Context: an optimization exercise on an open-source flow, tuned for small area. The choices shown serve that exercise and are no tape-out recipe. RTL that was checked went through simulation tests only; none was proved equivalent to the original. Power and IR drop assume default switching activity.

v17:
==> flow/design.v <==
module sensor_stream_arbiter #(
  parameter int unsigned N_SENSORS = 8,
  parameter int unsigned DATA_W    = 110
) (
  input  logic                          clock,
  input  logic                          resetn,
  input  logic                          enable,
  input  logic [N_SENSORS-1:0]          sensor_ready,
  input  logic [N_SENSORS*DATA_W-1:0]   sensor_data,
  output logic [7:0]                    tx_data,
  output logic                          tx_valid,
  input  logic                          tx_ack,
  output logic                          busy,
  output logic [N_SENSORS-1:0]          overflow,
  input  logic                          clear_overflow
);
  localparam int unsigned NBYTES = (DATA_W + 7) / 8;    
  localparam int unsigned SH_W   = NBYTES * 8;
  logic                   valid;
  logic [2:0]             last;
  logic [N_SENSORS-1:0]   pending;
  logic [3:0]             cnt;         
  logic [N_SENSORS-1:0][DATA_W-1:0] hold;
  logic [N_SENSORS-1:0]   pol;
  logic [DATA_W-1:0]      pkt;         
  logic                   pkt_pol;
  logic [N_SENSORS-1:0] sel;
  logic [2:0]           gidx;
  always_comb begin
    gidx = 3'd0;
    for (int i = 0; i < N_SENSORS; i++) if (sel[i]) gidx = gidx | 3'(i);
  end
  wire grant = enable & (|sel);
  logic [DATA_W-1:0] pkt_n, g0_n, g1_n, g2_n;
  for (genvar b = 0; b < DATA_W; b++) begin : g_pkt
    sensor_stream_arbiter_aoi222 u_g0 (
      .a1(sel[0]), .a2(hold[0][b]), .b1(sel[1]), .b2(hold[1][b]),
      .c1(sel[2]), .c2(hold[2][b]), .y(g0_n[b]));
    sensor_stream_arbiter_aoi222 u_g1 (
      .a1(sel[3]), .a2(hold[3][b]), .b1(sel[4]), .b2(hold[4][b]),
      .c1(sel[5]), .c2(hold[5][b]), .y(g1_n[b]));
    sensor_stream_arbiter_aoi222 u_g2 (
      .a1(sel[6]), .a2(hold[6][b]), .b1(sel[7]), .b2(hold[7][b]),
      .c1(valid),  .c2(pkt[b]),     .y(g2_n[b]));
    assign pkt_n[b] = ~(g0_n[b] & g1_n[b] & g2_n[b]);
  end
  wire [SH_W-1:0] pkt_x = SH_W'(pkt);
  logic [7:0] pbyte_raw, pbyte;
  always_comb begin
    pbyte_raw = 8'h00;
    for (int k = 0; k < NBYTES; k++) if (cnt == 4'(k)) pbyte_raw = pkt_x[SH_W-1-8*k -: 8];
    pbyte = pbyte_raw ^ ({8{pkt_pol}} & ((cnt == 4'd0) ? 8'h3F : 8'hFF));
  end
  wire xfer = valid & tx_ack;
  wire done = xfer & (cnt == 4'(NBYTES));
  logic [N_SENSORS-1:0] cap, keep;
  always_comb for (int i = 0; i < N_SENSORS; i++) begin
    cap[i]  = sensor_ready[i] & (~pending[i] | (enable & sel[i]));
    keep[i] = ~sensor_ready[i] | (pending[i] ^ (enable & sel[i]));
  end
  logic                 valid_n;
  logic [2:0]           last_n;
  logic [N_SENSORS-1:0] pending_n, overflow_n;
  always_comb begin
    valid_n = grant | (valid & ~done);
    last_n  = grant ? gidx : last;
    for (int i = 0; i < N_SENSORS; i++) begin
      pending_n[i]  = cap[i] | (pending[i] & ~(enable & sel[i]));
      overflow_n[i] = (sensor_ready[i] & ~cap[i]) | (overflow[i] & ~clear_overflow);
    end
  end
  logic [7:0] above, hi, sel_n;
  always_comb begin
    case (last_n)
      3'd0:    above = 8'b1111_1110;
      3'd1:    above = 8'b1111_1100;
      3'd2:    above = 8'b1111_1000;
      3'd3:    above = 8'b1111_0000;
      3'd4:    above = 8'b1110_0000;
      3'd5:    above = 8'b1100_0000;
      3'd6:    above = 8'b1000_0000;
      default: above = 8'b0000_0000;
    endcase
    hi    = pending_n & above;
    sel_n = '0;
    for (int k = 7; k >= 0; k--) if (pending_n[k]) sel_n = 8'(1) << k;
    if (|hi) begin
      sel_n = '0;
      for (int k = 7; k >= 0; k--) if (hi[k]) sel_n = 8'(1) << k;
    end
    if (valid_n) sel_n = '0;
  end
  always_ff @(posedge clock or negedge resetn) begin
    if (!resetn) begin
      valid    <= 1'b0;
      last     <= 3'd7;
      pending  <= '0;
      overflow <= '0;
      sel      <= '0;
    end else begin
      valid    <= valid_n;
      last     <= last_n;
      pending  <= pending_n;
      overflow <= overflow_n;
      sel      <= sel_n;
    end
  end
  always_ff @(posedge clock) begin
    pkt <= pkt_n;
    if (!valid) pkt_pol <= |(sel & pol);
    if (!valid) begin
      cnt     <= 4'd0;
      tx_data <= {4'hA, 1'b0, gidx};
    end else if (tx_ack) begin
      cnt     <= {cnt[3] ^ (&cnt[2:0]), cnt[2] ^ (&cnt[1:0]), cnt[1] ^ cnt[0], ~cnt[0]};
      tx_data <= pbyte;
    end
    for (int i = 0; i < N_SENSORS; i++) begin
      hold[i] <= ~(({DATA_W{cap[i]}} | hold[i])
                 & ({DATA_W{keep[i]}} | sensor_data[i*DATA_W +: DATA_W]));
      pol[i]  <= cap[i] | ~pol[i];
    end
  end
  assign tx_valid = valid;
  assign busy     = valid;
endmodule
module sensor_stream_arbiter_aoi222 (
  input  logic a1, a2, b1, b2, c1, c2,
  output logic y
);
  assign y = ~((a1 & a2) | (b1 & b2) | (c1 & c2));
endmodule
export LEC_CHECK = 0
export CAP_MARGIN = 20
export CELL_PAD_IN_SITES_DETAIL_PLACEMENT = 1
export CORE_MARGIN = 2
export CORE_UTILIZATION = 40
export SLEW_MARGIN = 20
export SYNTH_HIERARCHICAL = 1
export SYNTH_MINIMUM_KEEP_SIZE = 0
export BUFFER_PORTS_ARGS = -buffer_cell sky130_fd_sc_hd__buf_1
export CTS_ARGS = -sink_clustering_enable -repair_clock_nets -dont_use_dummy_load -buf_list sky130_fd_sc_hd__clkbuf_16 -sink_clustering_size 26 -sink_clustering_max_diameter 100
create_clock -name core_clock -period 8.0 [get_ports {clock}]
standard.sh (not shown) runs the stock make flow with config.mk's settings and CLKGATE_MAP_FILE= SYNTH_SCRIPT=/design/flow/synth_recipe.tcl, a recipe that flattens the netlist after the stock synthesis.
==> flow/flow/run.sh <==
#!/bin/bash
set -euo pipefail
cd "$(dirname "${BASH_SOURCE[0]}")/.."
cat >> config.mk <<'EOC'
export BUFFER_PORTS_ARGS = -buffer_cell sky130_fd_sc_hd__buf_1
export CTS_ARGS = -sink_clustering_enable -repair_clock_nets -dont_use_dummy_load -buf_list sky130_fd_sc_hd__clkbuf_16 -sink_clustering_size 26 -sink_clustering_max_diameter 100
EOC
bash standard.sh > standard_flow.log 2>&1
Changes in v35 relative to v17:
diff --git a/flow/design.v b/flow/design.v
--- a/flow/design.v
+++ b/flow/design.v
@@ -26,4 +26,25 @@
   logic                   pkt_pol;
   logic [N_SENSORS-1:0] sel;
+  logic [7:0]           above, hi;
+  always_comb begin
+    case (last)
+      3'd0:    above = 8'b1111_1110;
+      3'd1:    above = 8'b1111_1100;
+      3'd2:    above = 8'b1111_1000;
+      3'd3:    above = 8'b1111_0000;
+      3'd4:    above = 8'b1110_0000;
+      3'd5:    above = 8'b1100_0000;
+      3'd6:    above = 8'b1000_0000;
+      default: above = 8'b0000_0000;
+    endcase
+    hi  = pending & above;
+    sel = '0;
+    for (int k = 7; k >= 0; k--) if (pending[k]) sel = 8'(1) << k;
+    if (|hi) begin
+      sel = '0;
+      for (int k = 7; k >= 0; k--) if (hi[k]) sel = 8'(1) << k;
+    end
+    if (valid) sel = '0;
+  end
   logic [2:0]           gidx;
   always_comb begin
@@ -70,25 +91,4 @@
     end
   end
-  logic [7:0] above, hi, sel_n;
-  always_comb begin
-    case (last_n)
-      3'd0:    above = 8'b1111_1110;
-      3'd1:    above = 8'b1111_1100;
-      3'd2:    above = 8'b1111_1000;
-      3'd3:    above = 8'b1111_0000;
-      3'd4:    above = 8'b1110_0000;
-      3'd5:    above = 8'b1100_0000;
-      3'd6:    above = 8'b1000_0000;
-      default: above = 8'b0000_0000;
-    endcase
-    hi    = pending_n & above;
-    sel_n = '0;
-    for (int k = 7; k >= 0; k--) if (pending_n[k]) sel_n = 8'(1) << k;
-    if (|hi) begin
-      sel_n = '0;
-      for (int k = 7; k >= 0; k--) if (hi[k]) sel_n = 8'(1) << k;
-    end
-    if (valid_n) sel_n = '0;
-  end
   always_ff @(posedge clock or negedge resetn) begin
     if (!resetn) begin
@@ -97,5 +97,4 @@
       pending  <= '0;
       overflow <= '0;
-      sel      <= '0;
     end else begin
       valid    <= valid_n;
@@ -103,5 +102,4 @@
       pending  <= pending_n;
       overflow <= overflow_n;
-      sel      <= sel_n;
     end
   end
==> comparison <==
Sort v35 and v17 by maximum clock frequency desc -> top: v17
Between v35 and v17, the die area figures differ only marginally.
The flow did not stop early for v35: all stages ran, and the layout cleared the timing, design-rule and antenna checks.
Number of inverters outside the clock class in the layout delta for v35 relative to v17: 18% lower
When v35 is measured against v17, its clock share of power turns out 0.8 points lower.
On buffer and inverter count on the worst path: between v35 and v17, it ends up lower for v17.
Between v17 and v35, the cell area after technology mapping does not differ in any meaningful way.
Compared to v17, v35 has worst setup margin 0.91 ns lower.
Final weighted congestion of routability-driven global placement: v17 vs v35, no meaningful difference
From v17 to v35 the numbers moved as follows: global-route usage saw a decrease, detailed-route wire length decreased by 3.2 mm relative to the old numbers, effective utilization at floorplan now larger.
Diff v35 and v17: flip-flop and latch share of the layout cell area higher in v17
The RTL of v35 was laid out without a check of its function.

[what the ideal ports hide]
In the flow no input, the clock included, has a driving cell. The finished layouts below were timed again as built, in two steps.
Step 1 assumes that a clkbuf_16 drives the clock port and a buf_2 every other input.
Step 2 moves the port delays by t, midway between the first and last clock arrival at a register: inputs arrive t later, outputs are due t later. That takes back most of the time a late clock gives input paths.
Slacks: ideal / step 1 / step 2; pairs: ideal / step 1.
run	shift t [ns]	slack for setup (ns)	hold WS [ns]	latest minus earliest clock arrival (ns)	slew at the worst register clock pin (ns)
v17	0.690	3.959 / 3.959 / 3.384	0.410 / 0.410 / 0.410	0.042 / 0.043	0.11 / 0.11
v35	0.670	3.050 / 3.050 / 3.050	0.399 / 0.399 / 0.399	0.058 / 0.058	0.11 / 0.11
After both steps setup and hold are still met in every run listed. The setup slack of v17, which loses most, moves by 0.000 ns with the drivers and by -0.575 ns with both steps.
